From an optimization exercise on the open Yosys and OpenROAD flow, aimed at a short achievable clock period and few clock cycles; shortcuts taken in it are not production practice. No functional check of the RTL was part of any run shown here. Power figures rest on the tool's default switching activity, not on a simulated workload.

==> design.v <==
package cvpPkg;
  typedef enum logic [3:0] {
    VADD = 4'h0,
    SST  = 4'h3,
    VLD  = 4'h4,
    VST  = 4'h5,
    SLL  = 4'h6,
    SLH  = 4'h7,
    J    = 4'h8,
    NOP  = 4'hF
  } opcodeT;
  typedef enum logic [2:0] {
    Fetch,
    Decode,
    Execute,
    VectorAdd,
    Load,
    Store,
    Jump,
    WriteBack
  } stateT;
  typedef struct packed {
    logic [2:0] dst;    
    logic [2:0] src1;   
    logic [2:0] src2;   
    logic [2:0] spare;  
  } regFieldsT;
  typedef struct packed {
    logic [3:0] spare;
    logic [7:0] imm;    
  } immFieldsT;
  typedef struct packed {
    logic [5:0] spare;
    logic [5:0] offset;  
  } offFieldsT;
  typedef union packed {
    regFieldsT  r;
    immFieldsT  i;
    offFieldsT  o;
    logic [11:0] jumpOffset;  
  } operandT;
  typedef struct packed {
    opcodeT  opcode;  
    operandT f;
  } instrT;
  typedef struct packed {
    logic [16-1:0] addr;
    logic               rd;
    logic               wr;
    logic [16-1:0] wrData;
  } memReqT;
  typedef struct packed {
    logic                  en;
    logic [3-1:0] addr;
    logic [(16 * 4)-1:0]     data;
  } regWriteT;
endpackage
`timescale 1ns/10ps
module halfFloatAddS1 (
  input  logic [15:0] a,
  input  logic [15:0] b,
  output logic [10:0] sigBig,
  output logic [10:0] sigSmall,
  output logic [4:0]  expBig,
  output logic [4:0]  diff,
  output logic        sub,
  output logic        signBig,
  output logic        anyInf,
  output logic        bothNeg
);
  logic        aBigger;
  logic [4:0]  expA;
  logic [4:0]  expB;
  logic [4:0]  diffAB;
  logic [4:0]  diffBA;
  cvpAdd #(.W(15)) u_cmp (
    .a (a[14:0]), .b (~b[14:0]), .cin (1'b1), .sum (), .cout (aBigger)
  );
  assign expA     = (a[14:10] == 5'd0) ? 5'd1 : a[14:10];
  assign expB     = (b[14:10] == 5'd0) ? 5'd1 : b[14:10];
  assign diffAB   = expA - expB;
  assign diffBA   = expB - expA;
  assign expBig   = aBigger ? expA : expB;
  assign diff     = aBigger ? diffAB : diffBA;
  assign sigBig   = aBigger ? {|a[14:10], a[9:0]} : {|b[14:10], b[9:0]};
  assign sigSmall = aBigger ? {|b[14:10], b[9:0]} : {|a[14:10], a[9:0]};
  assign sub      = a[15] ^ b[15];
  assign signBig  = aBigger ? a[15] : b[15];
  assign anyInf   = (&a[14:10]) | (&b[14:10]);
  assign bothNeg  = a[15] & b[15];
endmodule
module halfFloatAddS2 (
  input  logic [10:0] sigBig,
  input  logic [10:0] sigSmall,
  input  logic [4:0]  diff,
  input  logic        sub,
  output logic [14:0] raw
);
  logic [30:0] smallWide;
  logic [13:0] mantBig;
  logic [13:0] mantSmall;
  assign smallWide = {sigSmall, 20'd0} >> diff;
  assign mantBig   = {sigBig, 3'b000};
  assign mantSmall = {smallWide[30:18], |smallWide[17:0]};
  logic        carry;
  cvpAdd #(.W(14)) u_add (
    .a (mantBig), .b (sub ? ~mantSmall : mantSmall), .cin (sub),
    .sum (raw[13:0]), .cout (carry)
  );
  assign raw[14] = carry & !sub;
endmodule
module halfFloatAddS3 (
  input  logic [14:0] raw,
  input  logic [4:0]  expBig,
  output logic [13:0] norm,
  output logic [5:0]  expNorm
);
  logic [3:0]  leadZeros;
  logic [4:0]  maxShift;
  logic [3:0]  shiftAmt;
  logic [13:0] leftNorm;
  always_comb begin
    leadZeros = 4'd14;
    for (int i = 0; i <= 13; i++) begin
      if (raw[i]) leadZeros = 4'(13 - i);
    end
  end
  assign maxShift = expBig - 5'd1;
  assign shiftAmt = ({1'b0, leadZeros} > maxShift) ? maxShift[3:0] : leadZeros;
  assign leftNorm = raw[13:0] << shiftAmt;
  always_comb begin
    if (raw[14]) begin
      norm    = {raw[14:2], raw[1] | raw[0]};
      expNorm = {1'b0, expBig} + 6'd1;
    end else begin
      norm    = leftNorm;
      expNorm = leftNorm[13] ? {1'b0, expBig} - {2'b00, shiftAmt} : 6'd0;
    end
  end
endmodule
module halfFloatAddS4 (
  input  logic [13:0] norm,
  input  logic [5:0]  expNorm,
  input  logic        isZero,
  input  logic        signBig,
  input  logic        anyInf,
  input  logic        bothNeg,
  output logic [15:0] sum,
  output logic        overflow
);
  logic        roundUp;
  logic [15:0] rounded;
  logic        resSign;
  assign roundUp  = norm[2] & (norm[1] | norm[0] | norm[3]);
  cvpAdd #(.W(16)) u_round (
    .a ({expNorm, norm[12:3]}), .b (16'd0), .cin (roundUp), .sum (rounded), .cout ()
  );
  assign overflow = anyInf | (rounded[15:10] >= 6'd31);
  assign resSign  = isZero ? bothNeg : signBig;
  assign sum = overflow ? (16'h7C00 | {signBig, 15'd0})
                        : {resSign, rounded[14:0]};
endmodule
`timescale 1ns/10ps
module cvpAdd #(
  parameter int W = 16
) (
  input  logic [W-1:0] a,
  input  logic [W-1:0] b,
  input  logic         cin,
  output logic [W-1:0] sum,
  output logic         cout
);
  logic [W:0] g [0:$clog2(W+1)];
  logic [W:0] p [0:$clog2(W+1)];
  logic [W-1:0] hp;
  assign hp      = a ^ b;
  assign g[0]    = {a & b, cin};
  assign p[0]    = {hp, 1'b0};
  for (genvar k = 0; k < $clog2(W+1); k++) begin : g_lvl
    for (genvar i = 0; i <= W; i++) begin : g_bit
      if (i >= (1 << k)) begin : g_op
        assign g[k+1][i] = g[k][i] | (p[k][i] & g[k][i - (1 << k)]);
        assign p[k+1][i] = p[k][i] & p[k][i - (1 << k)];
      end else begin : g_pass
        assign g[k+1][i] = g[k][i];
        assign p[k+1][i] = p[k][i];
      end
    end
  end
  assign sum  = hp ^ g[$clog2(W+1)][W-1:0];
  assign cout = g[$clog2(W+1)][W];
endmodule
`timescale 1ns/10ps
module cvpCore (
  input  logic               Clk1,
  input  logic               reset,
  input  logic [16-1:0] DataIn,
  output logic [16-1:0] Addr,
  output logic [16-1:0] dataOut,
  output logic               RD,
  output logic               WR,
  output logic               V
);
  localparam int Q = 12;
  logic [63:0] vreg [8];
  logic [15:0] sreg [8];
  logic        flag;
  logic        resetQ;
  logic [15:0] addrQ;
  logic        rdQ;
  logic        wrQ;
  logic [15:0] doutQ;
  logic [15:0] addrI;
  logic [2:0]  stCnt;
  logic        t1Fetch, t1Load;
  logic [15:0] t1Pc;
  logic [1:0]  t1Lane;
  logic [2:0]  t1Dst;
  logic        t2Fetch, t2Load;
  logic        t1Is, t2Is;
  logic        kv, kJ;
  logic [15:0] kaddr, kword, kTarget;
  logic        injQ;
  logic [15:0] t2Pc;
  logic [1:0]  t2Lane;
  logic [2:0]  t2Dst;
  logic [15:0] fbase;
  logic        finc;
  logic [Q-1:0] qv;
  logic [15:0]  qi [Q];
  logic [15:0]  qpc [Q];
  logic [1:0]  seqLeft;
  logic        seqLoad;
  logic [1:0]  seqLane;
  logic [2:0]  seqDst;
  logic        p1v, p2v;
  logic [2:0]  p1d, p2d;
  logic [10:0] p1SigBig [4];
  logic [10:0] p1SigSmall [4];
  logic [4:0]  p1ExpBig [4];
  logic [4:0]  p1Diff [4];
  logic [3:0]  p1Sub, p1SignBig, p1AnyInf, p1BothNeg;
  logic [14:0] p2Raw [4];
  logic [4:0]  p2ExpBig [4];
  logic [3:0]  p2SignBig, p2AnyInf, p2BothNeg;
  logic        p3v;
  logic [2:0]  p3d;
  logic [13:0] p3Norm [4];
  logic [5:0]  p3ExpNorm [4];
  logic [3:0]  p3IsZero, p3SignBig, p3AnyInf, p3BothNeg;
  logic [15:0] hi;
  logic        hv;
  logic [3:0]  op;
  logic [2:0]  fd, fa, fb;
  logic        isVadd, isSst, isVld, isVst, isSll, isSlh, isMem;
  assign hi = qi[0];
  assign hv = qv[0];
  assign op = hi[15:12];
  assign fd = hi[11:9];
  assign fa = hi[8:6];
  assign fb = hi[5:3];
  assign isVadd = op == 4'h0;
  assign isSst  = op == 4'h3;
  assign isVld  = op == 4'h4;
  assign isVst  = op == 4'h5;
  assign isSll  = op == 4'h6;
  assign isSlh  = op == 4'h7;
  assign isMem  = isSst | isVld | isVst;
  function automatic logic ldPend(input logic [2:0] r);
    ldPend = ((seqLeft != 2'd0) && seqLoad && seqDst == r) ||
             (t1Load && t1Dst == r) || (t2Load && t2Dst == r);
  endfunction
  logic vaddHaz;
  assign vaddHaz = (p1v && (p1d == fa || p1d == fb)) ||
                   (p2v && (p2d == fa || p2d == fb)) ||
                   (p3v && (p3d == fa || p3d == fb)) ||
                   ldPend(fa) || ldPend(fb) || ldPend(fd);
  logic stall, issue;
  assign stall = stCnt != 3'd0 ||
                 (isMem && seqLeft != 2'd0) ||
                 (isVadd && vaddHaz) ||
                 ((isSst || isVst) && (p1v || p2v)) ||
                 (isVst && p3v && p3d == fd);
  assign issue = hv && !stall;
  logic match, flush;
  logic [15:0] redirect;
  always_comb begin
    match = (t2Fetch && t2Pc == addrI) || (injQ && kaddr == addrI);
    for (int i = 0; i < Q; i++) begin
      if (qv[i] && qpc[i] == addrI) match = 1'b1;
    end
  end
  assign flush    = stCnt != 3'd0 && match;
  assign redirect = qv[0] ? qpc[0] : (injQ ? kaddr : t2Pc);
  logic        isJ, jShort, jNowS, jLongNow, jNow;
  logic        jlPend;
  logic [15:0] jlPc;
  logic [11:0] jlOff;
  logic [15:0] jTargetS, jlTarget;
  assign isJ      = t2Fetch && DataIn[15:12] == 4'h8;
  assign jShort   = DataIn[11:3] == 9'h000 || DataIn[11:3] == 9'h1FF;
  assign jNowS    = isJ && jShort && DataIn[11:0] != 12'd1;
  assign jLongNow = isJ && !jShort;
  assign jNow     = jNowS || jlPend;
  logic [15:0] jCand [16];
  function automatic logic [15:0] jOff4(input logic [3:0] k);
    jOff4 = {{12{k[3]}}, k};
  endfunction
  logic [15:0] jCandX [16];
  logic [15:0] kHit;
  logic        kWordJ, hitNow, kUse;
  assign kUse = kv && kJ && !(stCnt != 3'd0 && addrI == kaddr);
  for (genvar k = 0; k < 16; k++) begin : g_kHit
    assign kHit[k]   = kUse && jCand[k] == kaddr;
    assign jCandX[k] = kHit[k] ? kTarget : jCand[k];
  end
  assign jTargetS = jCandX[DataIn[3:0]];
  assign kWordJ   = DataIn[15:12] == 4'h8 && jShort && DataIn[11:0] != 12'd1;
  assign hitNow   = kHit[DataIn[3:0]];
  for (genvar k = 0; k < 16; k++) begin : g_jCand
    always_ff @(posedge Clk1) jCand[k] <= t1Pc + jOff4(4'(k));
  end
  cvpAdd #(.W(16)) u_jlTarget (
    .a (jlPc), .b ({{4{jlOff[11]}}, jlOff}), .cin (1'b0), .sum (jlTarget), .cout ()
  );
  logic       room, dataNext, doFetch;
  logic [15:0] seqFetch;
  logic        jSel;
  assign room      = !qv[Q-1] && !(qv[Q-2] && (t1Fetch || t2Fetch)) &&
                     !(qv[Q-3] && t1Fetch && t2Fetch);
  assign dataNext  = (issue && isMem) || seqLeft != 2'd0;
  assign doFetch   = !dataNext && room;
  cvpAdd #(.W(16)) u_seqFetch (
    .a (fbase), .b (16'd0), .cin (finc), .sum (seqFetch), .cout ()
  );
  assign jSel      = jNow && !flush;
  logic [15:0] fetchNoJ;
  logic        useJ;
  assign fetchNoJ = (jlPend && !flush) ? jlTarget : seqFetch;
  assign useJ     = jNowS && doFetch && !flush;
  logic [15:0] sa, sd, base;
  logic [63:0] va, vb, vd;
  assign sa   = sreg[fa];
  assign sd   = sreg[fd];
  cvpAdd #(.W(16)) u_base (
    .a (sa), .b ({10'd0, hi[5:0]}), .cin (1'b0), .sum (base), .cout ()
  );
  logic [15:0] addrInc;
  cvpAdd #(.W(16)) u_addrInc (
    .a (addrI), .b (16'd0), .cin (1'b1), .sum (addrInc), .cout ()
  );
  assign va   = vreg[fa];
  assign vb   = vreg[fb];
  assign vd   = vreg[fd];
  logic [10:0] s1SigBig [4];
  logic [10:0] s1SigSmall [4];
  logic [4:0]  s1ExpBig [4];
  logic [4:0]  s1Diff [4];
  logic [3:0]  s1Sub, s1SignBig, s1AnyInf, s1BothNeg;
  logic [14:0] s2Raw [4];
  logic [13:0] s3Norm [4];
  logic [5:0]  s3ExpNorm [4];
  logic [15:0] s4Sum [4];
  logic [3:0]  s4Ovf;
  for (genvar l = 0; l < 4; l++) begin : g_lane
    halfFloatAddS1 u_s1 (
      .a        (va[l*16 +: 16]),
      .b        (vb[l*16 +: 16]),
      .sigBig   (s1SigBig[l]),
      .sigSmall (s1SigSmall[l]),
      .expBig   (s1ExpBig[l]),
      .diff     (s1Diff[l]),
      .sub      (s1Sub[l]),
      .signBig  (s1SignBig[l]),
      .anyInf   (s1AnyInf[l]),
      .bothNeg  (s1BothNeg[l])
    );
    halfFloatAddS2 u_s2 (
      .sigBig   (p1SigBig[l]),
      .sigSmall (p1SigSmall[l]),
      .diff     (p1Diff[l]),
      .sub      (p1Sub[l]),
      .raw      (s2Raw[l])
    );
    halfFloatAddS3 u_s3 (
      .raw      (p2Raw[l]),
      .expBig   (p2ExpBig[l]),
      .norm     (s3Norm[l]),
      .expNorm  (s3ExpNorm[l])
    );
    halfFloatAddS4 u_s4 (
      .norm     (p3Norm[l]),
      .expNorm  (p3ExpNorm[l]),
      .isZero   (p3IsZero[l]),
      .signBig  (p3SignBig[l]),
      .anyInf   (p3AnyInf[l]),
      .bothNeg  (p3BothNeg[l]),
      .sum      (s4Sum[l]),
      .overflow (s4Ovf[l])
    );
  end
  always_ff @(posedge Clk1) begin
    for (int l = 0; l < 4; l++) begin
      p1SigBig[l]   <= s1SigBig[l];
      p1SigSmall[l] <= s1SigSmall[l];
      p1ExpBig[l]   <= s1ExpBig[l];
      p1Diff[l]     <= s1Diff[l];
      p2Raw[l]      <= s2Raw[l];
      p2ExpBig[l]   <= p1ExpBig[l];
      p3Norm[l]     <= s3Norm[l];
      p3ExpNorm[l]  <= s3ExpNorm[l];
      p3IsZero[l]   <= p2Raw[l] == 15'd0;
    end
    p3SignBig <= p2SignBig;
    p3AnyInf  <= p2AnyInf;
    p3BothNeg <= p2BothNeg;
    p3d <= p2d;
    p1Sub     <= s1Sub;
    p1SignBig <= s1SignBig;
    p1AnyInf  <= s1AnyInf;
    p1BothNeg <= s1BothNeg;
    p2SignBig <= p1SignBig;
    p2AnyInf  <= p1AnyInf;
    p2BothNeg <= p1BothNeg;
    p1d <= fd;
    p2d <= p1d;
  end
  logic [Q-1:0] qvN;
  logic [15:0]  qiN [Q];
  logic [15:0]  qpcN [Q];
  logic [Q:0]   qvX;
  logic [Q-1:0] qvS;
  logic [15:0]  qiX [Q+1];
  logic [15:0]  qpcX [Q+1];
  always_comb begin
    qvX = {1'b0, qv};
    for (int i = 0; i < Q; i++) begin
      qiX[i]  = qi[i];
      qpcX[i] = qpc[i];
    end
    qiX[Q]  = qi[Q-1];
    qpcX[Q] = qpc[Q-1];
    for (int i = 0; i < Q; i++) begin
      if (issue) begin
        qvN[i]  = qvX[i+1];
        qiN[i]  = qiX[i+1];
        qpcN[i] = qpcX[i+1];
      end else begin
        qvN[i]  = qvX[i];
        qiN[i]  = qiX[i];
        qpcN[i] = qpcX[i];
      end
    end
    qvS = qvN;
    for (int i = 0; i < Q; i++) begin
      if ((t2Fetch || injQ) && !qvS[i] && (i == 0 || qvS[(i + Q - 1) % Q])) begin
        qvN[i]  = 1'b1;
        qiN[i]  = injQ ? kword : DataIn;
        qpcN[i] = injQ ? kaddr : t2Pc;
      end
    end
    if (flush) qvN = '0;
  end
  always_ff @(posedge Clk1) resetQ <= reset;
  always_ff @(posedge Clk1) begin
    if (resetQ) begin
      addrQ   <= '0;
      addrI   <= '0;
      stCnt   <= '0;
      doutQ   <= '0;
      rdQ     <= 1'b1;
      wrQ     <= 1'b0;
      t1Fetch <= 1'b1;
      t1Load  <= 1'b0;
      t1Pc    <= '0;
      t2Fetch <= 1'b0;
      t2Load  <= 1'b0;
      t1Is    <= 1'b1;
      t2Is    <= 1'b0;
      kv      <= 1'b0;
      injQ    <= 1'b0;
      jlPend  <= 1'b0;
      fbase   <= '0;
      finc    <= 1'b1;
      qv      <= '0;
      seqLeft <= '0;
      p1v     <= 1'b0;
      p2v     <= 1'b0;
      p3v     <= 1'b0;
      flag    <= 1'b0;
      for (int i = 0; i < 8; i++) begin
        vreg[i] <= '0;
        sreg[i] <= '0;
      end
    end else begin
      t2Fetch <= t1Fetch && !(jNowS || jLongNow || jlPend || flush);
      jlPend  <= jLongNow && !flush;
      jlPc    <= t2Pc;
      jlOff   <= DataIn[11:0];
      t2Load  <= t1Load;
      t2Pc    <= t1Pc;
      t2Is    <= t1Is;
      injQ    <= useJ && hitNow;
      if (t2Is && !t2Fetch) begin
        kv      <= !(stCnt != 3'd0 && addrI == t2Pc);
        kJ      <= kWordJ;
        kaddr   <= t2Pc;
        kword   <= DataIn;
        kTarget <= jCand[DataIn[3:0]];
      end else if (stCnt != 3'd0 && addrI == kaddr) begin
        kv      <= 1'b0;
      end
      t2Lane  <= t1Lane;
      t2Dst   <= t1Dst;
      t1Load <= 1'b0;
      t1Fetch <= 1'b0;
      t1Is    <= 1'b0;
      doutQ   <= '0;  
      if (issue && isMem) begin
        addrQ   <= base;
        addrI   <= base;
        stCnt   <= isVld ? 3'd0 : (isSst ? 3'd1 : 3'd4);
        rdQ     <= isVld;
        wrQ     <= !isVld;
        doutQ   <= isSst ? sd : vd[15:0];
        t1Load  <= isVld;
        t1Lane  <= 2'd0;
        t1Dst   <= fd;
        seqLeft <= isSst ? 2'd0 : 2'd3;
        seqLoad <= isVld;
        seqLane <= 2'd1;
        seqDst  <= fd;
      end else if (seqLeft != 2'd0) begin
        addrQ   <= addrInc;
        addrI   <= addrInc;
        stCnt   <= stCnt - {2'd0, stCnt != 3'd0};
        doutQ   <= vreg[seqDst][seqLane*16 +: 16];
        t1Load  <= seqLoad;
        t1Lane  <= seqLane;
        t1Dst   <= seqDst;
        seqLeft <= seqLeft - 2'd1;
        seqLane <= seqLane + 2'd1;
      end else if (doFetch) begin
        addrQ   <= fetchNoJ;
        stCnt   <= stCnt - {2'd0, stCnt != 3'd0};
        rdQ     <= 1'b1;
        wrQ     <= 1'b0;
        t1Fetch <= !flush;
        t1Is    <= 1'b1;
        t1Pc    <= fetchNoJ;
      end else begin
        addrQ   <= seqFetch;  
        stCnt   <= stCnt - {2'd0, stCnt != 3'd0};
        rdQ     <= 1'b0;
        wrQ     <= 1'b0;
      end
      if (useJ) begin
        addrQ <= jTargetS;
        t1Pc  <= jTargetS;
      end
      if (flush) begin
        fbase <= redirect;
        finc  <= 1'b0;
      end else if (jNowS) begin
        fbase <= jTargetS;
        finc  <= doFetch;
      end else if (jlPend) begin
        fbase <= jlTarget;
        finc  <= doFetch;
      end else if (doFetch) begin
        fbase <= seqFetch;
        finc  <= 1'b1;
      end
      qv <= qvN;
      for (int i = 0; i < Q; i++) begin
        qi[i]  <= qiN[i];
        qpc[i] <= qpcN[i];
      end
      if (issue && isSll) sreg[fd][7:0]  <= hi[7:0];
      if (issue && isSlh) sreg[fd][15:8] <= hi[7:0];
      p1v <= issue && isVadd;
      p2v <= p1v;
      p3v <= p2v;
      if (p3v) begin
        vreg[p3d] <= {s4Sum[3], s4Sum[2], s4Sum[1], s4Sum[0]};
        flag      <= |s4Ovf;
      end
      if (t2Load) vreg[t2Dst][t2Lane*16 +: 16] <= DataIn;
    end
    if (reset) begin
      addrQ <= '0;
      doutQ <= '0;
      rdQ   <= 1'b1;
      wrQ   <= 1'b0;
    end
  end
  assign Addr    = addrQ;
  assign dataOut = doutQ;
  assign RD      = rdQ;
  assign WR      = wrQ;
  assign V       = flag;
endmodule
==> flow/run.sh <==
#!/bin/bash
# Standard ORFS layout, with repair aiming well below the clock period.
set -euo pipefail
MARGIN=${MARGIN:-11.2}
bash standard.sh SETUP_SLACK_MARGIN=$MARGIN finish > flow_standard.log 2>&1
==> standard.sh <==
#!/bin/bash
# synth_recipe.tcl (not shown) runs the flow's synth.tcl, then flattens the netlist and writes it again
# the make line also repeats each setting of config.mk as NAME=value (left out here)
make -C /OpenROAD-flow-scripts/flow DESIGN_CONFIG=/design/flow/config.mk WORK_HOME=/design/flow/orfs CLKGATE_MAP_FILE= SYNTH_SCRIPT=/design/flow/synth_recipe.tcl "${@:-finish}"
==> config.mk <==
export PLATFORM = sky130hd
export DESIGN_NAME = cvpCore
export DESIGN_NICKNAME = cvpCore
export VERILOG_FILES = /design/flow/design.v
export SDC_FILE = /design/flow/constraint.sdc
export NUM_CORES = 4
export LEC_CHECK = 0
export ABC_CLOCK_PERIOD_IN_PS = 4000
export CAP_MARGIN = 20
export CORE_MARGIN = 2
export CORE_UTILIZATION = 70
export SLEW_MARGIN = 20
==> constraint.sdc <==
create_clock -name core_clock -period 15.0 [get_ports {Clk1}]
set_input_delay 3.0000 -clock core_clock [delete_from_list [all_inputs] [get_ports {Clk1}]]
set_output_delay 3.0000 -clock core_clock [all_outputs]
set_load 0.01 [all_outputs]
==> results of run 1 <==
==> cells in the mapped netlist (123+ instances only) <==
master / instances
xor2_1: 432
ha_1: 220
a22o_1: 303
nor3_1: 145
dfxtp_1: 685
a21oi_1: 645
and2_1: 145
mux2i_1: 527
buf_2: 142
xnor2_1: 497
inv_1: 264
nand3_1: 206
o21ai_0: 372
edfxtp_1: 1133
o22ai_1: 173
nand4_1: 123
clkbuf_1: 504
nor2_1: 879
nand2_1: 661
mux4_2: 534
==> cell families after synthesis <==
| kind of cell | after synthesis | share of synthesized area |
|---|---|---|
| and+or+nand+nor | 2607 | 0.114 |
| DFF | 1818 | 0.446 |
| xor gates and xnor gates | 929 | 0.0761 |
| buffers and inverters | 1026 | 0.0385 |
| AOI/OAI and AO/OA | 2078 | 0.127 |
| muxes | 1135 | 0.170 |
| adders and majority gates | 234 | 0.0284 |
==> how the worst max path moves through the flow <==
| stage | startpoint | endpoint | slack (ns) | cells after the start |
|---|---|---|---|---|
| 2_1_floorplan | DataIn[2] | t1Pc[10] | 9.96 | 12 |
| 3_3_place_gp | DataIn[1] | fbase[6] | 8.18 | 10 |
| 3_5_place_dp | DataIn[1] | fbase[6] | 8.17 | 10 |
| 4_1_cts | DataIn[2] | t1Pc[5] | 10.38 | 12 |
==> stage by stage <==
| step | power (W) | instances | hold slack [ns] | util | setup WS (ns) |
|---|---|---|---|---|---|
| floorplan | 0.0152 | 9827 | 0.310 | - | 9.96 |
| global placement | 0.0180 | 11400 | 0.310 | 0.723 | 8.18 |
| detailed placement | 0.0183 | 11401 | 0.312 | 0.724 | 8.17 |
| CTS | 0.0251 | 12134 | 0.324 | 0.814 | 10.38 |
==> routing by layer <==
layer,GRT overflow,track usage
met1,215,0.894
met2,736,0.982
met3,262,0.825
met4,500,0.890
met5,29,0.657
==> power groups by stage <==
stage	Combinational (W)	Clock [W]	Sequential [W]
floorplan	0.00821	0	0.00701
global placement	0.0100	0	0.00793
detailed placement	0.0104	0	0.00795
CTS	0.0124	0.00491	0.00779
==> repair_timing <==
| item | in CTS |
|---|---|
| pin swaps | 170 |
| buffers inserted | 339 |
| setup endpoints to repair | 1520 |
| cloned | 46 |
| resized for setup | 888 |
==> impl_results.md, run 1 <==
* Clock root buffer: clkbuf_16
* CTS max path bufs at 3
* Ranking of synthesized cells by area: edfxtp_1 32%, dfxtp_1 13%, mux4_2 11%
* Clock sinks at ~1.8k
* Overflow after GRT at 1742
* Synthesized instance count at 9827
* Dpl cell area at 110000 um^2
* DP HPWL at around 270000 um
* Post-synthesis average cell area at 10.9 um^2
* I/O pin count at 53
* GR repair worst EP: p1Diff[1][4]$_DFF_P_/D
* DIE HEIGHT at 395 um
* Row count at ~140
* CTS Buf Count at 186
* Die X-Extent at between 300 and 400 um
* Sequential area share after synthesis at 0.446
* Area share of the largest cell type after synthesis at 0.318
* Cell area after synthesis at 107000 um^2
* Post-synth EDFFs at 1133
* Largest area contributor in the netlist: edfxtp_1
* Halt Reason: [ERROR GRT-0232] Routing congestion too high. Check the congestion heatmap in the GUI.
* Flops & latches, synth at 1818
* H-tree depth at 4
* Netlist cell types at 96
* Ys async rst share at 0
* Tot GR Track Use at 0.897
* Main synth FF type: edfxtp_1
* GP Congestion at around 1.1
* Worst_ep kind: register data pin
* Post-Syn Nets at 10.1k
* Exit stage: global routing
* Largest net degree at the start of global routing at 73
* # hold bufs at CTS at 0
* Status: did not finish
* Synthesis Warnings at 51
* Starting Density at 0.704
* IO buf count at 52
==> run 2, diff against run 1 <==
--- a/design.v
+++ b/design.v
@@ -219,7 +219,10 @@
   logic        t2Fetch, t2Load;
   logic        t1Is, t2Is;
-  logic        kv, kJ;
+  logic        kv, kJ;   
   logic [15:0] kaddr, kword, kTarget;
   logic        injQ;
+  logic        useJq;
+  logic [3:0]  jIdxQ;
+  logic [15:0] kHitQ;
   logic [15:0] t2Pc;
   logic [1:0]  t2Lane;
@@ -309,5 +312,9 @@
   logic [15:0] jCandX [16];
   logic [15:0] kHit;
-  logic        kWordJ, hitNow, kUse;
+  logic        kUse;
+  assign kJ      = kword[15:12] == 4'h8 &&
+                   (kword[11:3] == 9'h000 || kword[11:3] == 9'h1FF) &&
+                   kword[11:0] != 12'd1;
+  assign kTarget = kaddr + {{12{kword[3]}}, kword[3:0]};
   assign kUse = kv && kJ && !(stCnt != 3'd0 && addrI == kaddr);
   for (genvar k = 0; k < 16; k++) begin : g_kHit
@@ -316,6 +323,5 @@
   end
   assign jTargetS = jCandX[DataIn[3:0]];
-  assign kWordJ   = DataIn[15:12] == 4'h8 && jShort && DataIn[11:0] != 12'd1;
-  assign hitNow   = kHit[DataIn[3:0]];
+  assign injQ     = useJq && kHitQ[jIdxQ];
   for (genvar k = 0; k < 16; k++) begin : g_jCand
     always_ff @(posedge Clk1) jCand[k] <= t1Pc + jOff4(4'(k));
@@ -479,5 +485,5 @@
       t2Is    <= 1'b0;
       kv      <= 1'b0;
-      injQ    <= 1'b0;
+      useJq   <= 1'b0;
       jlPend  <= 1'b0;
       fbase   <= '0;
@@ -501,11 +507,11 @@
       t2Pc    <= t1Pc;
       t2Is    <= t1Is;
-      injQ    <= useJ && hitNow;
+      useJq   <= useJ;
+      jIdxQ   <= DataIn[3:0];
+      kHitQ   <= kHit;
       if (t2Is && !t2Fetch) begin
         kv      <= !(stCnt != 3'd0 && addrI == t2Pc);
-        kJ      <= kWordJ;
         kaddr   <= t2Pc;
         kword   <= DataIn;
-        kTarget <= jCand[DataIn[3:0]];
       end else if (stCnt != 3'd0 && addrI == kaddr) begin
         kv      <= 1'b0;
--- a/config.mk
+++ b/config.mk
@@ -9,4 +9,4 @@
 export CAP_MARGIN = 20
 export CORE_MARGIN = 2
-export CORE_UTILIZATION = 70
+export CORE_UTILIZATION = 60
 export SLEW_MARGIN = 20
==> impl_results.md, run 2 <==
* Most frequent cell after synthesis: edfxtp_1 (unchanged)
* Netlist cell types at 115 (was 96)
* Worst-path fanout max at 6
* Global-route track usage on met3 at 0.139
* Synthesized instance count at 9915 (was 9827)
* Core Region at 178000 um^2
* Most frequent cells in the layout: 1132 x edfxtp_1, 798 x nor2_1, 663 x nand2_1, 595 x dfxtp_1, 590 x xnor2_1
* CTS tree: done
* IO buf count at 52 (unchanged)
* Via count at 92.8k
* Pwr per Cell Area at 214 nW/um^2
* Post-synth EDFFs at 1132 (was 1133)
* Endpoints failing setup at 0
* Sequential area share after synthesis at 0.444 (was 0.446)
* Residual DRC count at 0
* Max-cap violations at 0
* Synthesis Warnings at 51 (unchanged)
* Final ANT Viol Nets at 0
* DR WL/cell at 34.6 um
* Critical path capture point type: flip-flop
* Most common cell after layout, fill and taps aside: edfxtp_1
* Hold Crit Class: reg2reg
* Clock Latency Late Sink at 0.89 ns
* Overflow after GRT at 0
* Critical Path AT at 5.40 ns
* Biggest regs: vreg (512), jCand (222)
* Post-Syn Nets at 10.2k (was 10.1k)
* Setup_tns at 0 ns
* Leak at 48.0 nW
* Final hold viol count at 0
* Final critical-path required period at 4.60 ns
* Global Route met2 Usage at 0.699
* WP buf/inv at 7
* Max incr delay on CP at 0.33 ns
* DP HPWL at 276000 um (was 270000 um)
* Slew HR at 0.133
* Cell area after synthesis at 108000 um^2 (was 107000 um^2)
* Clock sinks at 1817 (was 1818)
* WL final at around 440000 um
* First-pass GRT wire length at 605000 um
* DR pass1 iterations at 8
* Largest net degree at the start of global routing at 66
* Max Clk Rate at ~0.22 GHz
* Dpl cell area at 111000 um^2 (was 110000 um^2)
* Nets at between 10k and 15k
* Row count at 155 (was 143)
* Area share of the largest cell type after synthesis at 0.316 (was 0.318)
* Vias in the first global route at just under 90k
* DIE HEIGHT at 427 um (was 395 um)
* Design Area, Final at 130000 um^2
* Tot GR Track Use at 0.460
* Iter 0 DRT Violations at 14.7k
* CP Launch Type: primary input
* Die area at 183000 um^2
* Status: timing/DRC/antenna clean (was did not finish)
* Max IR drop VDD at 0.152 mV
* Fin crit share at 0.307
* Crit-path leading delay family: buffers and inverters
* H-tree depth at 4 (unchanged)
* Slowest-stage cell, CP: a211o_1
* Largest register FFs at 512
* Area delta synth->final at 21.0%
* Top Usage Layer GRT: met2
* Largest area contributor in the netlist: edfxtp_1 (unchanged)
* Clock root buffer: clkbuf_16 (unchanged)
* Starting Density at 0.603 (was 0.704)
* Most common library cells after synthesis: 1132 x edfxtp_1, 904 x nor2_1, 734 x nand2_1 (was 1133 x edfxtp_1, 879 x nor2_1, 685 x dfxtp_1)
* Tightest Pin Transition at 1.30 ns
* Post-synthesis average cell area at 10.8 um^2 (was 10.9 um^2)
* DR vias/cell at 7.24
* Cell mode on critical path: buf_12
* Die X-Extent at 427 um (was 395 um)
* Share of layout cells above drive strength 1 at 0.273
* Most flops, register: vreg
* Main synth FF type: edfxtp_1 (unchanged)
* GP Congestion at 1.04 (was 1.11)
* Slew Limit Fails at 0
* Flops & latches, synth at 1817 (was 1818)
* Ys async rst share at 0 (unchanged)
* Worst path cell trace: buf_12 > buf_12 > buf_12 > nor2b_4 > buf_6 > nand2_4 > a31oi_4 > buf_12 > buf_8 > buf_4 > a221oi_2 > nand4_1 > o21ai_2 > a211o_1 > a21oi_2
* CTS max path bufs at 3 (unchanged)
* RSZ-0062 raised after global routing: true
* Critical path class: in2reg
* M1 GR Usage at 0.551
* Crit path required time at 15.80 ns
* Final Skew at 0.0429 ns
* I/O pin count at 53 (unchanged)
* CTS Buf Count at 190 (was 186)
* Clock Pin Slew Worst Setup and Hold Paths at approximately 0.060 ns
* Initial antenna violation count at 19
* Ranking of synthesized cells by area: edfxtp_1 32%, dfxtp_1 13%, mux4_2 11% (unchanged)
run 2: changes by cell type after synthesis, sizes merged, moves of 73 or more:
| cell | delta |
|---|---|
| xor2 | -96 |
| nand2 | +73 |
| xnor2 | +106 |
| o22ai | +135 |
| a22o | -86 |
| o21ai | -73 |
run 2: stage by stage:
stage	util	power, W	hold WS (ns)	cells	setup WS [ns]
detailed placement	0.623	0.0184	0.312	11846	8.34
floorplan	-	0.0153	0.310	9915	9.77
finish	0.730	0.0278	0.324	12829	10.40
global route	0.730	0.0287	0.328	12816	10.34
CTS	0.698	0.0247	0.326	12555	10.45
global placement	0.623	0.0182	0.310	11842	8.42
run 2: cell families after synthesis:
logic type,after synthesis,share of synthesized area
and+or+nand+nor,2740,0.121
AOI/OAI and AO/OA,2048,0.122
DFF,1817,0.444
muxes,1129,0.170
buffers and inverters,994,0.0370
xor gates and xnor gates,939,0.0765
adders and majority gates,248,0.0299
run 2: routing by layer:
metal | routed length (um) | up-vias
met1 | 148000 | 45001
met3 | 58000 | 2222
met2 | 194000 | 7671
li1 | - | 37909
met5 | 173 | -
met4 | 43700 | 20
run 2: worst paths after layout:
kind	depth (start not counted)	to	from	slack, ns
worst max register to register	11	fbase[10]	kaddr[0]	10.44
worst min-delay path	0	p2SignBig[3]	p1SignBig[3]	0.32
worst max-delay path	15	addrQ[13]	DataIn[1]	10.40
worst min register to register	0	p2SignBig[3]	p1SignBig[3]	0.32
run 2: final cells by class:
cell class,count,area [um^2]
Clock inverter,94,1040
Multi-Input combinational cell,7129,62000
Timing Repair Buffer,883,9660
Antenna cell,14,35.0
Sequential cell,1817,47900
Tap cell,2355,2950
Clock buffer,260,5380
Fill cell,12037,48100
Inverter,277,1140
run 2: where the power goes:
group / internal [W] / switching [W]
logic: 0.00673 / 0.00844
registers: 0.00640 / 0.00131
clock network: 0.00278 / 0.00215
total: 0.0159 / 0.0119
run 2: what timing repair did:
action / 4_1_cts / 5_1_grt
gates resized for setup: 947 / 702
buffers inserted: 314 / 225
hold endpoints to repair: 0 / 0
pin swaps: 164 / 225
cloned: 41 / 34
hold buffers: 0 / 0
endpoints found under the setup margin: 1896 / 1072
==> run 3, diff against run 2 <==
--- a/design.v
+++ b/design.v
@@ -297,4 +297,6 @@
   assign redirect = qv[0] ? qpc[0] : (injQ ? kaddr : t2Pc);
   logic        isJ, jShort, jNowS, jLongNow, jNow;
+  logic        jSpec;
+  logic        t1Next;
   logic        jlPend;
   logic [15:0] jlPc;
@@ -306,4 +308,5 @@
   assign jLongNow = isJ && !jShort;
   assign jNow     = jNowS || jlPend;
+  assign jSpec    = isJ;
   logic [15:0] jCand [16];
   function automatic logic [15:0] jOff4(input logic [3:0] k);
@@ -319,9 +322,15 @@
   assign kUse = kv && kJ && !(stCnt != 3'd0 && addrI == kaddr);
   for (genvar k = 0; k < 16; k++) begin : g_kHit
-    assign kHit[k]   = kUse && jCand[k] == kaddr;
-    assign jCandX[k] = kHit[k] ? kTarget : jCand[k];
+    if (k == 1) begin : g_one
+      assign kHit[k]   = kUse && jCand[k] == kaddr && !t1Next;
+      assign jCandX[k] = kHit[k] ? kTarget : (t1Next ? seqFetch : jCand[k]);
+    end else begin : g_other
+      assign kHit[k]   = kUse && jCand[k] == kaddr;
+      assign jCandX[k] = kHit[k] ? kTarget : jCand[k];
+    end
   end
   assign jTargetS = jCandX[DataIn[3:0]];
-  assign injQ     = useJq && kHitQ[jIdxQ];
+  assign injQ     = useJq && kHitQ[jIdxQ] && !jlPend;
+  assign t1Next   = t1Fetch && t1Pc == jCand[1];
   for (genvar k = 0; k < 16; k++) begin : g_jCand
     always_ff @(posedge Clk1) jCand[k] <= t1Pc + jOff4(4'(k));
@@ -344,5 +353,5 @@
   logic        useJ;
   assign fetchNoJ = (jlPend && !flush) ? jlTarget : seqFetch;
-  assign useJ     = jNowS && doFetch && !flush;
+  assign useJ     = jSpec && doFetch && !flush;
   logic [15:0] sa, sd, base;
   logic [63:0] va, vb, vd;
@@ -500,5 +509,6 @@
       end
     end else begin
-      t2Fetch <= t1Fetch && !(jNowS || jLongNow || jlPend || flush);
+      t2Fetch <= t1Fetch && !((isJ && !(DataIn[11:0] == 12'd1 && t1Next)) ||
+                              jlPend || flush);
       jlPend  <= jLongNow && !flush;
       jlPc    <= t2Pc;
@@ -568,5 +578,5 @@
         fbase <= redirect;
         finc  <= 1'b0;
-      end else if (jNowS) begin
+      end else if (jSpec) begin
         fbase <= jTargetS;
         finc  <= doFetch;
==> impl_results.md, run 3 <==
* Netlist cell types at 115 (unchanged)
* Slowest-stage cell, CP: and4b_2 (was a211o_1)
* Met1 Wirelength at 146000 um (was 148000 um)
* Area delta synth->final at 19.5% (was 21.0%)
* CTS Buf Count at 192 (was 190)
* Main synth FF type: edfxtp_1 (unchanged)
* Most frequent cell after synthesis: edfxtp_1 (unchanged)
* Design Area, Final at 130000 um^2 (about the same)
* Final non-filler cell total at 12.5k (was 12.8k)
* Worst path cell trace: buf_12 > buf_12 > buf_16 > nor2b_4 > and3_4 > and3_4 > nor4_4 > buf_4 > buf_6 > buf_6 > buf_6 > a21oi_4 > o41ai_2 > and4b_2 > mux2i_2 > mux2i_1 > o31ai_1 (was buf_12 > buf_12 > buf_12 > nor2b_4 > buf_6 > nand2_4 > a31oi_4 > buf_12 > buf_8 > buf_4 > a221oi_2 > nand4_1 > o21ai_2 > a211o_1 > a21oi_2)
* Most frequent cells in the layout: 1132 x edfxtp_1, 646 x nand2_1, 602 x dfxtp_1, 553 x nor2_1, 546 x mux4_2 (was 1132 x edfxtp_1, 798 x nor2_1, 663 x nand2_1, 595 x dfxtp_1, 590 x xnor2_1)
* Clock root buffer: clkbuf_16 (unchanged)
* Max layer used: met5 (unchanged)
* Post-Syn Nets at 9805 (was 10.2k)
* Row count at 156 (was 155)
* Hold Crit Class: reg2reg (unchanged)
* Initial antenna violation count at 20 (was 19)
* Fin crit share at 0.317 (was 0.307)
* Status: timing/DRC/antenna clean (unchanged)
* Metal3 WL at 53000 um (was 58000 um)
* Starting Density at 0.602 (was 0.603)
* Max-cap violations at 0 (unchanged)
* Post-synthesis average cell area at 11.4 um^2 (was 10.8 um^2)
* GP Congestion at 1.00 (was 1.04)
* Final critical-path required period at 4.75 ns (was 4.60 ns)
* Core Region at 180000 um^2 (was 178000 um^2)
* Worst-path fanout max at 4 (was 6)
* Critical path capture point type: flip-flop (unchanged)
* Ranking of synthesized cells by area: edfxtp_1 31%, dfxtp_1 13%, mux4_2 11% (was edfxtp_1 32%, dfxtp_1 13%, mux4_2 11%)
* Area share of the largest cell type after synthesis at 0.313 (was 0.316)
* DIE HEIGHT at 429 um (was 427 um)
* I/O pin count at 53 (unchanged)
* DR WL/cell at 34.2 um (was 34.6 um)
* CP Launch Type: primary input (unchanged)
* Critical Path AT at 5.51 ns (was 5.40 ns)
* Max IR drop VDD at 0.179 mV (was 0.152 mV)
* Pwr per Cell Area at 215 nW/um^2 (was 214 nW/um^2)
* Largest area contributor in the netlist: edfxtp_1 (unchanged)
* Slew HR at 0.139 (was 0.133)
* Worst r2r src: kaddr[6] (was kaddr[0])
* WL final at 426000 um (was 443000 um)
* Synthesized instance count at 9540 (was 9915)
* DR vias/cell at 7.14 (was 7.24)
* Cell mode on critical path: buf_6 (was buf_12)
* Overflow after GRT at 0 (unchanged)
* Tightest Pin Transition at 1.28 ns (was 1.30 ns)
* Flops & latches, synth at 1817 (unchanged)
* Dpl ws at 8.41 ns (was 8.34 ns)
* Most flops, register: vreg (unchanged)
* Nets at 10.2k (was 10.6k)
* Iter 0 DRT Violations at 13.3k (was 14.7k)
* Min-delay src: p2BothNeg[0] (was p1SignBig[3])
* DR WL met2 at 189000 um (was 194000 um)
* DR pass1 iterations at 8 (unchanged)
* Die area at 184000 um^2 (was 183000 um^2)
* Most common cell after layout, fill and taps aside: edfxtp_1 (unchanged)
* Largest register FFs at 512 (unchanged)
* Via count at 88.9k (was 92.8k)
* Tot GR Track Use at 0.442 (was 0.460)
* CTS max path bufs at 3 (unchanged)
* Critical path class: in2reg (unchanged)
* Dpl cells at 11.5k (was 11.8k)
* Die X-Extent at 429 um (was 427 um)
* Synthesis Warnings at 51 (unchanged)
* Residual DRC count at 0 (unchanged)
* Max incr delay on CP at 0.29 ns (was 0.33 ns)
* Most common library cells after synthesis: 1132 x edfxtp_1, 685 x dfxtp_1, 680 x nand2_1 (was 1132 x edfxtp_1, 904 x nor2_1, 734 x nand2_1)
* Worst Setup SP: DataIn[2] (was DataIn[1])
* Sequential area share after synthesis at 0.440 (was 0.444)
* Max Clk Rate at 0.210 GHz (was 0.217 GHz)
* Final hold viol count at 0 (unchanged)
* Largest net degree at the start of global routing at 69 (was 66)
* Clock sinks at 1817 (unchanged)
* Fill count at 12.1k (was 12.0k)
* IO buf count at 52 (unchanged)
* Clock Pin Slew Worst Setup and Hold Paths at 0.06 ns (about the same)
* Vias in the first global route at 83.9k (was 86.9k)
* Cell area after synthesis at 108000 um^2 (about the same)
* Setup_tns at 0 ns (unchanged)
* # hold bufs at CTS at 0 (unchanged)
* Final ANT Viol Nets at 0 (unchanged)
* Ys async rst share at 0 (unchanged)
* H-tree depth at 4 (unchanged)
* DP HPWL at 270000 um (was 276000 um)
* Slew Limit Fails at 0 (unchanged)
* Dpl cell area at 112000 um^2 (was 111000 um^2)
* Final Skew at 0.0552 ns (was 0.0429 ns)
* Setup slack after layout at 10.25 ns (was 10.40 ns)
* Share of layout cells above drive strength 1 at 0.294 (was 0.273)
* Leak at 48.3 nW (was 48.0 nW)
* Biggest regs: vreg (512), jCand (222) (unchanged)
* Post-synth EDFFs at 1132 (unchanged)
* First-pass GRT wire length at 593000 um (was 605000 um)
* RSZ-0062 raised after global routing: true (unchanged)
* Endpoints failing setup at 0 (unchanged)
* Crit path required time at 15.76 ns (was 15.80 ns)
* Clock Latency Late Sink at 0.89 ns (about the same)
* CTS tree: done (unchanged)
[run 3: cell count changes after synthesis, sizes merged, moves of 21 or more]
cell    before  now
xnor2      603  510
xor2       336  455
nand2b      86   64
nor2       904  624
clkbuf     480  428
nand4      141  114
a21oi      675  318
mux2       100  468
buf        237  258
o22ai      308  209
nor3       143  185
o21ai      311  388
mux2i      483  452
nand2      734  681
[run 3: through the flow]
step           power, W  utilization  hold slack [ns]
2_1_floorplan    0.0158            -            0.310
4_1_cts          0.0255        0.696            0.326
6_report         0.0278        0.720            0.322
5_1_grt          0.0289        0.719            0.332
3_3_place_gp     0.0187        0.622            0.310
3_5_place_dp     0.0189        0.622            0.312
[run 3: routing by layer]
layer	global-route usage	vias to the layer above
met5	0	-
met4	0.306	12
met3	0.118	1801
met2	0.674	6913
met1	0.551	43378
li1	-	36814
[run 3: what timing repair did]
item / CTS / global route
cloned: 54 / 27
resized for setup: 794 / 495
pin swaps: 176 / 170
endpoints found under the setup margin: 1441 / 1156
buffers inserted: 341 / 180
[run 3: path summary, 6_finish.rpt]
kind                   to  slack, ns  depth (start not counted)
max              addrQ[0]      10.25                         17
min          p3BothNeg[0]       0.32                          0
max reg2reg     addrQ[14]      10.30                         14
min reg2reg  p3BothNeg[0]       0.32                          0
[run 3: report_power, final]
group | switching, W | internal (W)
Combinational | 0.00820 | 0.00678
Sequential | 0.00135 | 0.00651
Clock | 0.00218 | 0.00279
Total | 0.0117 | 0.0161
[run 3: worst max-delay path: cells and delay by family]
| kind | cells | cell delay [ns] |
|---|---|---|
| buf+inv | 7 | 0.85 |
| compound gates | 3 | 0.44 |
| mux | 2 | 0.30 |
| simple gates | 5 | 0.91 |
[run 3: cells by family after synthesis]
kind of cell               share of synthesized area
buffers and inverters                         0.0358
AOI/OAI and AO/OA                              0.106
muxes                                          0.204
adders and majority gates                     0.0296
and+or+nand+nor                                0.107
xor gates and xnor gates                      0.0779
DFF                                            0.440
[run 3: layout make-up]
| class | instances | area (um^2) | share of cell area |
|---|---|---|---|
| flip-flops and latches | 1817 | 47900 | 0.370 |
| well taps | 2370 | 2970 | 0.0229 |
| inverters | 261 | 1020 | 0.00787 |
| multi-input cells | 6815 | 62400 | 0.482 |
| clock inverters | 119 | 1340 | 0.0103 |
| clock buffers | 242 | 5200 | 0.0401 |
| repair buffers | 828 | 8760 | 0.0676 |
| diodes | 10 | 25.0 | 0.000193 |
==> run 4, diff against run 3 <==
--- a/design.v
+++ b/design.v
@@ -228,6 +228,6 @@
   logic [1:0]  t2Lane;
   logic [2:0]  t2Dst;
-  logic [15:0] fbase;
-  logic        finc;
+  logic        pendV;
+  logic [15:0] pendA;
   logic [Q-1:0] qv;
   logic [15:0]  qi [Q];
@@ -346,7 +346,9 @@
   assign dataNext  = (issue && isMem) || seqLeft != 2'd0;
   assign doFetch   = !dataNext && room;
+  logic [15:0] t1PcInc;
   cvpAdd #(.W(16)) u_seqFetch (
-    .a (fbase), .b (16'd0), .cin (finc), .sum (seqFetch), .cout ()
+    .a (t1Pc), .b (16'd0), .cin (1'b1), .sum (t1PcInc), .cout ()
   );
+  assign seqFetch = pendV ? pendA : t1PcInc;
   assign jSel      = jNow && !flush;
   logic [15:0] fetchNoJ;
@@ -496,6 +498,5 @@
       useJq   <= 1'b0;
       jlPend  <= 1'b0;
-      fbase   <= '0;
-      finc    <= 1'b1;
+      pendV   <= 1'b0;
       qv      <= '0;
       seqLeft <= '0;
@@ -511,5 +512,6 @@
       t2Fetch <= t1Fetch && !((isJ && !(DataIn[11:0] == 12'd1 && t1Next)) ||
                               jlPend || flush);
-      jlPend  <= jLongNow && !flush;
+      jlPend  <= isJ && !(DataIn[11:0] == 12'd1 && t1Next) &&
+                 (!jShort || !doFetch) && !flush;
       jlPc    <= t2Pc;
       jlOff   <= DataIn[11:0];
@@ -576,15 +578,11 @@
       end
       if (flush) begin
-        fbase <= redirect;
-        finc  <= 1'b0;
-      end else if (jSpec) begin
-        fbase <= jTargetS;
-        finc  <= doFetch;
-      end else if (jlPend) begin
-        fbase <= jlTarget;
-        finc  <= doFetch;
+        pendV <= 1'b1;
+        pendA <= redirect;
+      end else if (jlPend && !doFetch) begin
+        pendV <= 1'b1;
+        pendA <= jlTarget;
       end else if (doFetch) begin
-        fbase <= seqFetch;
-        finc  <= 1'b1;
+        pendV <= 1'b0;
       end
       qv <= qvN;
==> impl_results.md, run 4 <==
* Status: timing/DRC/antenna clean (unchanged)
* Worst r2r src: t1Pc[7] (was kaddr[6])
* Largest area contributor in the netlist: edfxtp_1 (unchanged)
* Iter 0 DRT Violations at 12.9k (was 13.3k)
* DR vias/cell at 7.14 (about the same)
* Max-cap violations at 0 (unchanged)
* Clock Pin Slew Worst Setup and Hold Paths at 0.06 ns (about the same)
* Main synth FF type: edfxtp_1 (unchanged)
* Critical Path AT at 5.16 ns (was 5.51 ns)
* Biggest regs: vreg (512), jCand (222) (unchanged)
* Crit-path leading delay family: simple AND/OR/NAND/NOR gates (unchanged)
* Overflow after GRT at 0 (unchanged)
* Netlist cell types at 110 (was 115)
* Max IR drop VDD at 0.240 mV (was 0.179 mV)
* M1 GR Usage at 0.538 (was 0.551)
* Synthesis Warnings at 51 (unchanged)
* Row count at 155 (was 156)
* Synthesized instance count at 9369 (was 9540)
* DP HPWL at 267000 um (was 270000 um)
* FF-to-FF End: t1Pc[14] (was addrQ[14])
* RSZ-0062 raised after global routing: true (unchanged)
* Critical Path End: t1Pc[14] (was addrQ[0])
* Area share of the largest cell type after synthesis at 0.318 (was 0.313)
* Worst-path fanout max at 23 (was 4)
* Fin util at 0.711 (was 0.720)
* WP buf/inv at 2 (was 7)
* Final ANT Viol Nets at 0 (unchanged)
* Endpoints failing setup at 0 (unchanged)
* I/O pin count at 53 (unchanged)
* Global-route track usage on met3 at 0.136 (was 0.118)
* Most frequent cell after synthesis: edfxtp_1 (unchanged)
* DR WL/cell at 34.0 um (was 34.2 um)
* Largest net degree at the start of global routing at 65 (was 69)
* IO buf count at 52 (unchanged)
* # hold bufs at CTS at 0 (unchanged)
* Residual DRC count at 0 (unchanged)
* Setup_tns at 0 ns (unchanged)
* H-tree depth at 4 (unchanged)
* Flops & latches, synth at 1817 (unchanged)
* WL final at 415000 um (was 426000 um)
* Share of layout cells above drive strength 1 at 0.286 (was 0.294)
* Vias in the first global route at 83.8k (was 83.9k)
* Ranking of synthesized cells by area: edfxtp_1 32%, dfxtp_1 12%, mux4_2 11% (was edfxtp_1 31%, dfxtp_1 13%, mux4_2 11%)
* Starting Density at 0.605 (was 0.602)
* Setup slack, reg-to-reg at 10.55 ns (was 10.30 ns)
* Global Route met2 Usage at 0.658 (was 0.674)
* Crit. path cell count at 12 (was 17)
* CTS Buf Count at 192 (unchanged)
* CTS tree: done (unchanged)
* CTS max path bufs at 3 (unchanged)
* Worst Setup SP: t1Pc[7] (was DataIn[2])
* Max incr delay on CP at 0.77 ns (was 0.29 ns)
* Tightest Pin Transition at 1.31 ns (was 1.28 ns)
* CP Launch Type: flip-flop (was primary input)
* WHS at 0.327 ns (was 0.322 ns)
* Most common library cells after synthesis: 1148 x edfxtp_1, 670 x nand2_1, 669 x dfxtp_1 (was 1132 x edfxtp_1, 685 x dfxtp_1, 680 x nand2_1)
* Die area at 184000 um^2 (about the same)
* Tot GR Track Use at 0.434 (was 0.442)
* Most common cell after layout, fill and taps aside: edfxtp_1 (unchanged)
* Cell mode on critical path: buf_4 (was buf_6)
* Most flops, register: vreg (unchanged)
* Clock root buffer: clkbuf_16 (unchanged)
* DIE HEIGHT at 429 um (about the same)
* Slowest-stage cell, CP: dfxtp_1 (was and4b_2)
* Reg2reg path depth at 12 (was 14)
* Fill count at 12.4k (was 12.1k)
* Top Usage Layer GRT: met2 (unchanged)
* Critical path class: reg2reg (was in2reg)
* Final Skew at 0.0536 ns (was 0.0552 ns)
* Slew HR at 0.126 (was 0.139)
* Cell area after synthesis at 108000 um^2 (about the same)
* Max Clk Rate at 0.225 GHz (was 0.210 GHz)
* Area delta synth->final at 17.5% (was 19.5%)
* Crit path required time at 15.71 ns (was 15.76 ns)
* GP Congestion at 1.01 (was 1.00)
* Largest register FFs at 512 (unchanged)
* First-pass GRT wire length at 583000 um (was 593000 um)
* Worst path cell trace: buf_4 > nand4_1 > nor4_2 > buf_4 > nand2_1 > xnor2_1 > mux2i_1 > o21ai_0 > and3_1 > or3_4 > o2111ai_4 > o31ai_1 (was buf_12 > buf_12 > buf_16 > nor2b_4 > and3_4 > and3_4 > nor4_4 > buf_4 > buf_6 > buf_6 > buf_6 > a21oi_4 > o41ai_2 > and4b_2 > mux2i_2 > mux2i_1 > o31ai_1)
* Most frequent cells in the layout: 1148 x edfxtp_1, 634 x nand2_1, 582 x dfxtp_1, 548 x mux4_2, 508 x buf_4 (was 1132 x edfxtp_1, 646 x nand2_1, 602 x dfxtp_1, 553 x nor2_1, 546 x mux4_2)
* Die X-Extent at 429 um (about the same)
* Initial antenna violation count at 17 (was 20)
* Final hold viol count at 0 (unchanged)
* Sequential area share after synthesis at 0.442 (was 0.440)
* Via count at 87.0k (was 88.9k)
* Final critical-path required period at 4.45 ns (was 4.75 ns)
* Nets at 9925 (was 10.2k)
* Critical path capture point type: flip-flop (unchanged)
* Hold Crit Class: reg2reg (unchanged)
* Leak at 47.4 nW (was 48.3 nW)
* Post-synthesis average cell area at 11.6 um^2 (was 11.4 um^2)
* Pwr per Cell Area at 214 nW/um^2 (was 215 nW/um^2)
* Core Region at 179000 um^2 (was 180000 um^2)
* Slew Limit Fails at 0 (unchanged)
* Ys async rst share at 0 (unchanged)
* Clock sinks at 1817 (unchanged)
* Post-Syn Nets at 9635 (was 9805)
* Fin crit share at 0.297 (was 0.317)
* Post-synth EDFFs at 1148 (was 1132)
* DR pass1 iterations at 9 (was 8)
* Clock Latency Late Sink at 0.88 ns (was 0.89 ns)
run 4: how the worst min path moves through the flow:
| stage | startpoint | end | slack (ns) | cells after the start |
|---|---|---|---|---|
| 6_report | p1SignBig[1] | p2SignBig[1] | 0.33 | 0 |
| 5_1_grt | p1ExpBig[3][4] | p2ExpBig[3][4] | 0.33 | 0 |
| 4_1_cts | p1SignBig[1] | p2SignBig[1] | 0.33 | 0 |
| 3_5_place_dp | p1BothNeg[0] | p2BothNeg[0] | 0.31 | 0 |
| 3_3_place_gp | p2BothNeg[3] | p3BothNeg[3] | 0.31 | 0 |
| 2_1_floorplan | p1AnyInf[0] | p2AnyInf[0] | 0.31 | 0 |
run 4: timing repair:
| item | in CTS | in global routing |
|---|---|---|
| pin swaps | 147 | 154 |
| setup endpoints to repair | 1523 | 1060 |
| setup buffers | 303 | 141 |
| hold endpoints to repair | 0 | 0 |
| gates cloned | 48 | 8 |
| resized for setup | 768 | 429 |
run 4: stage by stage:
| step | std cells | power [W] | setup WS, ns | instance area (um^2) |
|---|---|---|---|---|
| finish | 12181 | 0.0273 | 10.55 | 127000 |
| global route | 12179 | 0.0283 | 10.57 | 127000 |
| CTS | 12028 | 0.0255 | 10.60 | 124000 |
| detailed placement | 11318 | 0.0189 | 8.82 | 111000 |
| global placement | 11318 | 0.0187 | 8.79 | 111000 |
| floorplan | 9369 | 0.0157 | 10.30 | 110000 |
run 4: kinds of logic after synthesis:
logic type | synth area share
and+or+nand+nor | 0.102
adders and majority gates | 0.0297
muxes | 0.212
DFF | 0.442
AOI/OAI and AO/OA | 0.103
buffers and inverters | 0.0354
xor gates and xnor gates | 0.0761
run 4: layer usage:
metal,vias to the layer above,routed length [um],share of wire
met3,1669,54400,0.13
li1,36060,-,-
met2,6501,183000,0.44
met1,42758,143000,0.35
met4,14,33800,0.081
met5,-,87,0.00021
run 4: worst reg2reg max path, cell delays in order (launching register included):
cell,delay [ns]
dfxtp_1,0.77
buf_4,0.53
nand4_1,0.41
nor4_2,0.43
buf_4,0.24
nand2_1,0.09
xnor2_1,0.20
mux2i_1,0.30
o21ai_0,0.28
and3_1,0.29
or3_4,0.42
o2111ai_4,0.24
o31ai_1,0.10
run 4: power breakdown:
group          internal [W]  total (W)  switching [W]
registers           0.00648    0.00788        0.00140
logic               0.00643     0.0145        0.00807
clock network       0.00279    0.00490        0.00212
run 4: layout make-up:
type,count,area [um^2],area share
Antenna cell,2,5.00,0.0000393
Timing Repair Buffer,753,7870,0.0618
Tap cell,2355,2950,0.0232
Sequential cell,1817,48100,0.378
Clock inverter,102,1070,0.00841
Clock buffer,257,5280,0.0415
Multi-Input combinational cell,6652,61000,0.479
Inverter,243,963,0.00757

## afterwards: timing with drivers on the ports
Ports are ideal in the flow. The routed layouts listed here were re-timed in OpenROAD.
Step 1: set_driving_cell puts a clkbuf_16 on Clk1 and a buf_2 on each other input, an assumption about the parent block.
Step 2 adds t to the input delays and takes it off the output delays; t is the mean of the earliest and latest rising clock arrival at the registers after step 1. Input paths then give back, and output paths get back, about the clock's delay inside the block.
Slacks: no drivers / after step 1 / after step 2; pairs: no drivers / after step 1.
run | t (ns) | setup slack, ns | worst setup path after step 2 | worst slew at a driven data input, ns | cell pins on the clock port's net
run 2 | 0.964 | 10.398 / 10.413 / 9.448 | input to register | 0.11 | 1
run 3 | 0.965 | 10.249 / 10.300 / 9.336 | input to register | 0.07 | 1
run 4 | 0.951 | 10.548 / 10.517 / 9.666 | input to register | 0.08 | 1
After both steps every run listed still meets setup and hold. For run 2, which loses most, drivers alone change the setup slack by +0.015 ns; drivers and shift together by -0.950 ns.
